This design comes from an exercise in tuning for small area, a short achievable clock period and few clock cycles per item on the open sky130 flow, not from production work. The RTL was checked by simulation tests, not by an equivalence proof against the original design. Power is estimated from default activity; no workload was simulated.

==> job 1273 <==
Design gillespie_reaction_step_core, start of the top module:
module gillespie_reaction_step_core #(
   parameter int COUNT_WIDTH = 16
) (
   input  logic         clock,
   input  logic         reset,
   input  logic         req_tvalid,
   output logic         req_tready,
   input  logic [63:0]  req_tdata,
   output logic         rsp_tvalid,
   input  logic         rsp_tready,
   output logic [151:0] rsp_tdata,
   input  logic         csr_valid,
   output logic         csr_ready,
   input  logic [3:0]   csr_index,
   input  logic [31:0]  csr_data
);
   logic        cv;
   logic [31:0] cfg_ind, cfg_hkp, cfg_dec, cfg_mx, cfg_half;
   logic        f_valid, f_ready;
   logic [31:0] f_frac, f_pick;
   logic [5:0]  f_k;
   logic        h_valid, h_ready;
   logic [37:0] h_ln;
   logic [50:0] h_a0;
   logic [3:0]  h_fired;
   logic        kd_start;
   logic [50:0] kd_rem0, kd_dvs;
   logic [53:0] kd_d0;
   logic        div_start, div_busy;
   logic [53:0] div_q;
   logic        tau_start;
   logic        t_v;
   logic [3:0]  t_fired;
   logic        fin;
   logic        rsp_v;
   logic [63:0] o_time;
   logic [15:0] c_hk, c_hka, c_out;
   logic        h_satc, t_satc;
   logic        o_sat;
   logic [64:0] tsum;
   assign csr_ready = 1'b1;
   always_ff @(posedge clock) begin
      if (reset) begin
         cv       <= 1'b0;
         cfg_ind  <= 32'd65536;
         cfg_hkp  <= 32'd65536;
         cfg_dec  <= 32'd6554;
         cfg_mx   <= 32'd65536;
         cfg_half <= 32'd65536;
      end else begin
         cv <= csr_valid;
         if (csr_valid) begin
            unique case (csr_index)
               4'd0: cfg_ind  <= csr_data;
               4'd1: cfg_hkp  <= csr_data;
               4'd2: cfg_dec  <= csr_data;
               4'd3: cfg_mx   <= csr_data;
               4'd4: cfg_half <= csr_data;
               default: begin
               end
            endcase
         end
      end
   end
   gil_front u_front (
      .clock        (clock),
      .reset        (reset),
      .in_valid     (req_tvalid),
  ...
export LEC_CHECK = 0
export CAP_MARGIN = 20
export CORE_MARGIN = 2
export CORE_UTILIZATION = 50
export SLEW_MARGIN = 20
create_clock -name core_clock -period 12.0 [get_ports {clock}]
standard.sh (not shown) runs the stock make flow with config.mk's settings and CLKGATE_MAP_FILE= SYNTH_SCRIPT=/design/flow/synth_recipe.tcl, a recipe that flattens the netlist after the stock synthesis.
==> flow/flow/run.sh <==
#!/bin/bash
export SETUP_SLACK_MARGIN=7.5
bash standard.sh > standard.log 2>&1
==> job 3854 (differences from job 1273) <==
--- a/flow/design.v
+++ b/flow/design.v
@@ -1806,33 +1806,25 @@
                   uhk_neg_n  = (fired != 4'd0);
                   uhka_en_n  = ((fired == 4'd2) && (hka != 16'hFFFF)) ||
                                ((fired == 4'd3 || fired == 4'd4 || fired == 4'd7) && (hka != 16'd0));
                   uhka_neg_n = (fired != 4'd2);
                   uout_en_n  = ((fired == 4'd5) && (outc != 16'hFFFF)) ||
                                ((fired == 4'd6) && (outc != 16'd0));
                   uout_neg_n = (fired != 4'd5);
-                  if (fired == 4'd0) begin
-                     if (hk != 16'hFFFF) hk_n = hk + 16'd1;
-                  end else if (fired == 4'd1 || fired == 4'd2) begin
-                     if (hk != 16'd0) hk_n = hk - 16'd1;
-                  end
-                  if (fired == 4'd2) begin
-                     if (hka != 16'hFFFF) hka_n = hka + 16'd1;
-                  end else if (fired == 4'd3 || fired == 4'd4 || fired == 4'd7) begin
-                     if (hka != 16'd0) hka_n = hka - 16'd1;
-                  end
-                  if (fired == 4'd5) begin
-                     if (outc != 16'hFFFF) outc_n = outc + 16'd1;
-                  end else if (fired == 4'd6) begin
-                     if (outc != 16'd0) outc_n = outc - 16'd1;
-                  end
                end
             end
          end
-         S_U1: begin acc_n = sum; if (u_on) qin = usum; st_n = S_U2; end
+         S_U1: begin
+            acc_n = sum;
+            if (u_on) qin = usum;
+            if (uhk_en)  hk_n   = uhk_neg  ? hk - 16'd1   : hk + 16'd1;
+            if (uhka_en) hka_n  = uhka_neg ? hka - 16'd1  : hka + 16'd1;
+            if (uout_en) outc_n = uout_neg ? outc - 16'd1 : outc + 16'd1;
+            st_n = S_U2;
+         end
          S_U2: begin acc_n = sum; if (u_on) qin = usum; st_n = S_U3; end
          S_U3: begin acc_n = sum; if (u_on) qin = usum; st_n = S_U4; end
          S_U4: begin a0_n = sum[50:0]; if (u_on) qin = usum; st_n = S_WAIT; end
          S_A0: begin acc_n = sum; st_n = S_A1; end
          S_A1: begin acc_n = sum; st_n = S_A2; end
          S_A2: begin acc_n = sum; st_n = S_A3; end
          S_A3: begin acc_n = sum; st_n = S_A4; end
CORE_UTILIZATION = 40   (was 50)
==> job 9465 (differences from job 1273) <==
--- a/flow/design.v
+++ b/flow/design.v
@@ -1806,33 +1806,25 @@
                   uhk_neg_n  = (fired != 4'd0);
                   uhka_en_n  = ((fired == 4'd2) && (hka != 16'hFFFF)) ||
                                ((fired == 4'd3 || fired == 4'd4 || fired == 4'd7) && (hka != 16'd0));
                   uhka_neg_n = (fired != 4'd2);
                   uout_en_n  = ((fired == 4'd5) && (outc != 16'hFFFF)) ||
                                ((fired == 4'd6) && (outc != 16'd0));
                   uout_neg_n = (fired != 4'd5);
-                  if (fired == 4'd0) begin
-                     if (hk != 16'hFFFF) hk_n = hk + 16'd1;
-                  end else if (fired == 4'd1 || fired == 4'd2) begin
-                     if (hk != 16'd0) hk_n = hk - 16'd1;
-                  end
-                  if (fired == 4'd2) begin
-                     if (hka != 16'hFFFF) hka_n = hka + 16'd1;
-                  end else if (fired == 4'd3 || fired == 4'd4 || fired == 4'd7) begin
-                     if (hka != 16'd0) hka_n = hka - 16'd1;
-                  end
-                  if (fired == 4'd5) begin
-                     if (outc != 16'hFFFF) outc_n = outc + 16'd1;
-                  end else if (fired == 4'd6) begin
-                     if (outc != 16'd0) outc_n = outc - 16'd1;
-                  end
                end
             end
          end
-         S_U1: begin acc_n = sum; if (u_on) qin = usum; st_n = S_U2; end
+         S_U1: begin
+            acc_n = sum;
+            if (u_on) qin = usum;
+            if (uhk_en)  hk_n   = uhk_neg  ? hk - 16'd1   : hk + 16'd1;
+            if (uhka_en) hka_n  = uhka_neg ? hka - 16'd1  : hka + 16'd1;
+            if (uout_en) outc_n = uout_neg ? outc - 16'd1 : outc + 16'd1;
+            st_n = S_U2;
+         end
          S_U2: begin acc_n = sum; if (u_on) qin = usum; st_n = S_U3; end
          S_U3: begin acc_n = sum; if (u_on) qin = usum; st_n = S_U4; end
          S_U4: begin a0_n = sum[50:0]; if (u_on) qin = usum; st_n = S_WAIT; end
          S_A0: begin acc_n = sum; st_n = S_A1; end
          S_A1: begin acc_n = sum; st_n = S_A2; end
          S_A2: begin acc_n = sum; st_n = S_A3; end
          S_A3: begin acc_n = sum; st_n = S_A4; end
ABC_AREA = 1   (was unset)
CORE_UTILIZATION = 40   (was 50)
==> out/metrics.cfg <==
[status]
run_status=finished clean

[setup_path]
crit_path_end_kind=output pin
path_class=reg2out
cp_top_family=buffers and inverters
r2r.worst_path.cells=17

[finish]
nClkBuffers=222
n_all_buffers=338
drive_above_1_share_pct=3.64
sequential_cell_area_mm2=0.0300

[floorplan]
initial_core_utilization_pct=40.1

[power_and_ir_drop]
cellPowerDensity_mw_per_mm2=279
cellInternalPower_w=0.0151

[global_routing]
grt.met1_usage_pct=43.6

[timing]
final.min_clock_period_ns=4.46
relSlewSlack_pct=17.5

[detailed_routing]
route.vias.total=98700

[yosys]
synth_xor_area_share_pct=3.04

-- figures above: job 9465

==> out/metrics.cfg <==
[finish]
nClkBuffers=210
drive_above_1_share_pct=7.87
n_all_buffers=413
sequential_cell_area_mm2=0.0301

[status]
run_status=finished clean

[power_and_ir_drop]
cellInternalPower_w=0.0148
cellPowerDensity_mw_per_mm2=267

[yosys]
synth_xor_area_share_pct=5.18

[floorplan]
initial_core_utilization_pct=40.2

[timing]
relSlewSlack_pct=23.4

[detailed_routing]
route.vias.total=78800

[setup_path]
cp_top_family=compound AO/OA/AOI/OAI gates
path_class=reg2reg

-- figures above: job 3854

==> out/metrics.cfg <==
[status]
run_status=finished clean

[power_and_ir_drop]
cellInternalPower_w=0.0105
cellPowerDensity_mw_per_mm2=173

[detailed_routing]
route.vias.total=77000

[finish]
drive_above_1_share_pct=7.76
nClkBuffers=209
sequential_cell_area_mm2=0.0301
n_all_buffers=421

[setup_path]
r2r.worst_path.cells=18
crit_path_end_kind=flip-flop

[timing]
relSlewSlack_pct=14.4

[floorplan]
initial_core_utilization_pct=50.2

[yosys]
synth_xor_area_share_pct=5.40

-- figures above: job 1273

Testbench counts of job 1273, summed over its fixed seeds: cycles 44,664, items 1,280.
Testbench counts of job 3854, summed over its fixed seeds: cycles 44,664, items 1,280.
Testbench counts of job 9465, summed over its fixed seeds: cycles 44,664, items 1,280.

==> inputs of job 2605 <==
gillespie_reaction_step_core again, from the RTL that the note above started with.
Design gillespie_reaction_step_core, start of the top module:
module gillespie_reaction_step_core #(
   parameter int COUNT_WIDTH = 16
) (
   input  logic         clock,
   input  logic         reset,
   input  logic         req_tvalid,
   output logic         req_tready,
   input  logic [63:0]  req_tdata,
   output logic         rsp_tvalid,
   input  logic         rsp_tready,
   output logic [151:0] rsp_tdata,
   input  logic         csr_valid,
   output logic         csr_ready,
   input  logic [3:0]   csr_index,
   input  logic [31:0]  csr_data
);
==> module gillespie_reaction_step_core, before the edit <==
module gillespie_reaction_step_core #(
   parameter int COUNT_WIDTH = 16
) (
   input  logic         clock,
   input  logic         reset,
   input  logic         req_tvalid,
   output logic         req_tready,
   input  logic [63:0]  req_tdata,
   output logic         rsp_tvalid,
   input  logic         rsp_tready,
   output logic [151:0] rsp_tdata,
   input  logic         csr_valid,
   output logic         csr_ready,
   input  logic [3:0]   csr_index,
   input  logic [31:0]  csr_data
);
   logic        cv;
   logic [31:0] cfg_ind, cfg_hkp, cfg_dec, cfg_mx, cfg_half;
   logic        f_valid, f_ready;
   logic [31:0] f_frac, f_pick;
   logic [5:0]  f_k;
   logic        h_valid, h_ready;
   logic [37:0] h_ln;
   logic [50:0] h_a0;
   logic [3:0]  h_fired;
   logic        kd_start;
   logic [50:0] kd_rem0, kd_dvs;
   logic [53:0] kd_d0;
   logic        div_start, div_busy;
   logic [53:0] div_q;
   logic        tau_start;
   logic        t_v;
   logic [3:0]  t_fired;
   logic        fin;
   logic        rsp_v;
   logic [63:0] o_time;
   logic [15:0] c_hk, c_hka, c_out;
   logic        h_satc, t_satc;
   logic        o_sat;
   logic [64:0] tsum;
   assign csr_ready = 1'b1;
   always_ff @(posedge clock) begin
      if (reset) begin
         cv       <= 1'b0;
         cfg_ind  <= 32'd65536;
         cfg_hkp  <= 32'd65536;
         cfg_dec  <= 32'd6554;
         cfg_mx   <= 32'd65536;
         cfg_half <= 32'd65536;
      end else begin
         cv <= csr_valid;
         if (csr_valid) begin
            unique case (csr_index)
               4'd0: cfg_ind  <= csr_data;
               4'd1: cfg_hkp  <= csr_data;
               4'd2: cfg_dec  <= csr_data;
               4'd3: cfg_mx   <= csr_data;
               4'd4: cfg_half <= csr_data;
               default: begin
               end
            endcase
         end
      end
   end
   gil_front u_front (
      .clock        (clock),
      .reset        (reset),
      .in_valid     (req_tvalid),
      .in_ready     (req_tready),
      .uniform_time (req_tdata[31:0]),
      .uniform_pick (req_tdata[63:32]),
      .out_valid    (f_valid),
      .out_ready    (f_ready),
      .out_frac     (f_frac),
      .out_k        (f_k),
      .out_pick     (f_pick)
   );
   gil_back u_back (
      .clock    (clock),
      .reset    (reset),
      .rc_go    (cv),
      .cfg_ind  (cfg_ind),
      .cfg_hkp  (cfg_hkp),
      .cfg_dec  (cfg_dec),
      .cfg_mx   (cfg_mx),
      .cfg_half (cfg_half),
      .in_valid (f_valid),
      .in_ready (f_ready),
      .in_frac  (f_frac),
      .in_k     (f_k),
      .in_pick  (f_pick),
      .h_valid  (h_valid),
      .h_ready  (h_ready),
      .h_ln     (h_ln),
      .h_a0     (h_a0),
      .h_fired  (h_fired),
      .h_satc   (h_satc),
      .c_hk     (c_hk),
      .c_hka    (c_hka),
      .c_out    (c_out),
      .kd_start (kd_start),
      .kd_rem0  (kd_rem0),
      .kd_d0    (kd_d0),
      .kd_dvs   (kd_dvs),
      .div_busy (div_busy),
      .div_q    (div_q)
   );
   assign h_ready   = !t_v && !rsp_v;
   assign tau_start = h_valid && h_ready && (h_fired != 4'd8);
   assign div_start = tau_start || kd_start;
   gil_divider u_divider (
      .clock  (clock),
      .reset  (reset),
      .start  (div_start),
      .rem0   (tau_start ? 51'd0 : kd_rem0),
      .d0     (tau_start ? {h_ln, 16'b0} : kd_d0),
      .dvs    (tau_start ? h_a0 : kd_dvs),
      .npairs (tau_start ? 5'd27 : 5'd16),
      .busy   (div_busy),
      .q      (div_q)
   );
   assign fin  = t_v && !div_busy && !rsp_v;
   assign tsum = {1'b0, o_time} + {11'b0, div_q};
   always_ff @(posedge clock) begin
      if (reset) begin
         t_v    <= 1'b0;
         rsp_v  <= 1'b0;
         o_time <= '0;
      end else begin
         if (h_valid && h_ready) begin
            t_v     <= 1'b1;
            t_fired <= h_fired;
            t_satc  <= h_satc;
         end else if (fin) begin
            t_v <= 1'b0;
         end
         if (rsp_v) begin
            if (rsp_tready) rsp_v <= 1'b0;
         end else if (fin) begin
            rsp_v <= 1'b1;
         end
         if (fin) begin
            o_sat <= t_satc;
            if (t_fired != 4'd8) begin
               if (tsum[64]) begin
                  o_time <= '1;
                  o_sat  <= 1'b1;
               end else begin
                  o_time <= tsum[63:0];
               end
            end
         end
      end
   end
   assign rsp_tvalid = rsp_v;
   assign rsp_tdata  = {3'b0, o_sat, c_out, 16'b0, 16'b0, c_hka, c_hk, o_time, t_fired};
endmodule
clock: 12.0 ns
lec_check: 0
cap_margin: 20
core_margin: 2
core_utilization: 40
slew_margin: 20
==> flow/flow/run.sh <==
#!/bin/bash
export SETUP_SLACK_MARGIN=7.8
bash standard.sh > standard.log 2>&1
==> job 8714 (differences from job 2605) <==
--- a/flow/design.v
+++ b/flow/design.v
@@ -1992,16 +1992,18 @@
    input  logic         rsp_tready,
    output logic [151:0] rsp_tdata,
    input  logic         csr_valid,
    output logic         csr_ready,
    input  logic [3:0]   csr_index,
    input  logic [31:0]  csr_data
 );
    logic        cv;
+   logic [3:0]  ci;
+   logic [31:0] cd;
    logic [31:0] cfg_ind, cfg_hkp, cfg_dec, cfg_mx, cfg_half;
    logic        f_valid, f_ready;
    logic [31:0] f_frac, f_pick;
    logic [5:0]  f_k;
    logic        h_valid, h_ready;
    logic [37:0] h_ln;
    logic [50:0] h_a0;
    logic [3:0]  h_fired;
@@ -2026,28 +2028,30 @@
          cv       <= 1'b0;
          cfg_ind  <= 32'd65536;
          cfg_hkp  <= 32'd65536;
          cfg_dec  <= 32'd6554;
          cfg_mx   <= 32'd65536;
          cfg_half <= 32'd65536;
       end else begin
          cv <= csr_valid;
-         if (csr_valid) begin
-            unique case (csr_index)
-               4'd0: cfg_ind  <= csr_data;
-               4'd1: cfg_hkp  <= csr_data;
-               4'd2: cfg_dec  <= csr_data;
-               4'd3: cfg_mx   <= csr_data;
-               4'd4: cfg_half <= csr_data;
+         if (cv) begin
+            unique case (ci)
+               4'd0: cfg_ind  <= cd;
+               4'd1: cfg_hkp  <= cd;
+               4'd2: cfg_dec  <= cd;
+               4'd3: cfg_mx   <= cd;
+               4'd4: cfg_half <= cd;
                default: begin
                end
             endcase
          end
       end
+      ci <= csr_index;
+      cd <= csr_data;
    end
    gil_front u_front (
       .clock        (clock),
       .reset        (reset),
       .in_valid     (req_tvalid),
       .in_ready     (req_tready),
       .uniform_time (req_tdata[31:0]),
       .uniform_pick (req_tdata[63:32]),
==> flow/flow/run.sh (replaced) <==
#!/bin/bash
export SETUP_SLACK_MARGIN=7.5
bash standard.sh > standard.log 2>&1
==> job 1359 (differences from job 2605) <==
--- a/flow/design.v
+++ b/flow/design.v
@@ -1805,35 +1805,27 @@
                                ((fired == 4'd1 || fired == 4'd2) && (hk != 16'd0));
                   uhk_neg_n  = (fired != 4'd0);
                   uhka_en_n  = ((fired == 4'd2) && (hka != 16'hFFFF)) ||
                                ((fired == 4'd3 || fired == 4'd4 || fired == 4'd7) && (hka != 16'd0));
                   uhka_neg_n = (fired != 4'd2);
                   uout_en_n  = ((fired == 4'd5) && (outc != 16'hFFFF)) ||
                                ((fired == 4'd6) && (outc != 16'd0));
                   uout_neg_n = (fired != 4'd5);
-                  if (fired == 4'd0) begin
-                     if (hk != 16'hFFFF) hk_n = hk + 16'd1;
-                  end else if (fired == 4'd1 || fired == 4'd2) begin
-                     if (hk != 16'd0) hk_n = hk - 16'd1;
-                  end
-                  if (fired == 4'd2) begin
-                     if (hka != 16'hFFFF) hka_n = hka + 16'd1;
-                  end else if (fired == 4'd3 || fired == 4'd4 || fired == 4'd7) begin
-                     if (hka != 16'd0) hka_n = hka - 16'd1;
-                  end
-                  if (fired == 4'd5) begin
-                     if (outc != 16'hFFFF) outc_n = outc + 16'd1;
-                  end else if (fired == 4'd6) begin
-                     if (outc != 16'd0) outc_n = outc - 16'd1;
-                  end
                end
             end
          end
-         S_U1: begin acc_n = sum; if (u_on) qin = usum; st_n = S_U2; end
+         S_U1: begin
+            acc_n = sum;
+            if (u_on) qin = usum;
+            if (uhk_en)  hk_n   = uhk_neg  ? hk - 16'd1   : hk + 16'd1;
+            if (uhka_en) hka_n  = uhka_neg ? hka - 16'd1  : hka + 16'd1;
+            if (uout_en) outc_n = uout_neg ? outc - 16'd1 : outc + 16'd1;
+            st_n = S_U2;
+         end
          S_U2: begin acc_n = sum; if (u_on) qin = usum; st_n = S_U3; end
          S_U3: begin acc_n = sum; if (u_on) qin = usum; st_n = S_U4; end
          S_U4: begin a0_n = sum[50:0]; if (u_on) qin = usum; st_n = S_WAIT; end
          S_A0: begin acc_n = sum; st_n = S_A1; end
          S_A1: begin acc_n = sum; st_n = S_A2; end
          S_A2: begin acc_n = sum; st_n = S_A3; end
          S_A3: begin acc_n = sum; st_n = S_A4; end
          S_A4: begin a0_n = sum[50:0]; st_n = S_WAIT; end
==> flow/flow/run.sh (replaced) <==
#!/bin/bash
export SETUP_SLACK_MARGIN=7.5
bash standard.sh > standard.log 2>&1
Settings changed: TNS_END_PERCENT set to 30.
==> key figures <==
Outcome
  • Outcome: timing/DRC/antenna clean

CTS
  • Resized Gates After CTS: 481
  • Clock latency on the worst-skew pair: 0.84 ns

Synth
  • Most frequent cells after synthesis: nand2_1 (1282), dfxtp_1 (893), a21oi_1 (735)
  • Top cell type's share of synthesized area: 20.0%
  • Synth Cell Area: 89300 um2

Route
  • Via count: 78300
  • Wire length on met3: 28400 um

Power
  • Comb power: 7.20 mW
  • Seq group: 6.16 mW
  • Combinational power share: 39.0%

Global routing
  • Global-route wire length before repair: 475000 um

STA
  • Tmin final: 4.86 ns

Layout
  • Layout clock area frac: 5.31%
-- figures above: job 2605

==> key figures <==
Outcome
  • Outcome: timing/DRC/antenna clean

Power
  • Combinational power share: 56.7%
  • Comb power: 15.5 mW

Synth
  • Most frequent cells after synthesis: nand2_1 (1389), dfxtp_1 (893), a21oi_1 (745)
  • Top cell type's share of synthesized area: 19.8%
  • Count leader, synth: nand2_1
  • Synth Cell Area: 90400 um2

CTS
  • Clock latency on the worst-skew pair: 0.86 ns

Global routing
  • Global-route wire length before repair: 484000 um

STA
  • Tmin final: 4.56 ns

Route
  • Wire length on met3: 30000 um
  • Via count: 78900
-- figures above: job 1359

==> key figures <==
Route
  • Via count: 76600
  • Wire length on met3: 26300 um

Power
  • Seq group: 6.76 mW
  • Comb power: 16.3 mW

Worst setup path
  • Crit start category: flip-flop

Synth
  • Synth Cell Area: 89500 um2
  • Top cell type's share of synthesized area: 20.8%
  • Most frequent cells after synthesis: nand2_1 (1323), dfxtp_1 (929), a21oi_1 (738)

CTS
  • Resized Gates After CTS: 100
  • Clock latency on the worst-skew pair: 0.83 ns
  • Post-cts hold buffer count: 0

Global routing
  • Global-route wire length before repair: 462000 um

STA
  • Number of setup violations in the final report: 0
  • Tmin final: 4.50 ns

Outcome
  • Outcome: timing/DRC/antenna clean

Layout
  • Layout clock area frac: 5.43%

Placed design
  • Post-DP HPWL: 225000 um
-- figures above: job 8714

Testbench counts of job 2605, summed over its fixed seeds: cycles 44,664, items 1,280.
Testbench counts of job 8714, summed over its fixed seeds: cycles 44,664, items 1,280.
Testbench counts of job 1359, summed over its fixed seeds: cycles 44,664, items 1,280.

afterwards: timing with drivers on the ports:
Ports are ideal in the flow. The routed layouts listed here were re-timed in OpenROAD.
Step 1 assumes that a clkbuf_16 drives the clock port and a buf_2 every other input.
Step 2, shift: input delay + t, output delay - t, t = (earliest + latest rising clock arrival at the registers) / 2. This alone moves slack from input paths to output paths.
Three values: no drivers, after step 1, after step 2; two values: the first two.
| run | shift t [ns] | slack for setup (ns) | slew at the worst register clock pin (ns) | pins driven straight from the clock port |
|---|---|---|---|---|
| job 1273 | 0.889 | 7.309 / 7.309 / 6.885 | 0.07 / 0.07 | 1 |
| job 3854 | 0.921 | 7.522 / 7.432 / 6.795 | 0.07 / 0.07 | 1 |
| job 9465 | 0.934 | 7.541 / 7.433 / 7.016 | 0.07 / 0.07 | 1 |
| job 2605 | 0.911 | 7.143 / 7.143 / 7.008 | 0.07 / 0.07 | 1 |
| job 8714 | 0.905 | 7.504 / 7.461 / 6.734 | 0.07 / 0.07 | 1 |
| job 1359 | 0.918 | 7.444 / 7.358 / 6.727 | 0.07 / 0.07 | 1 |
After both steps setup and hold are still met in every run listed. The setup slack of job 8714, which loses most, moves by -0.043 ns with the drivers and by -0.770 ns with both steps.
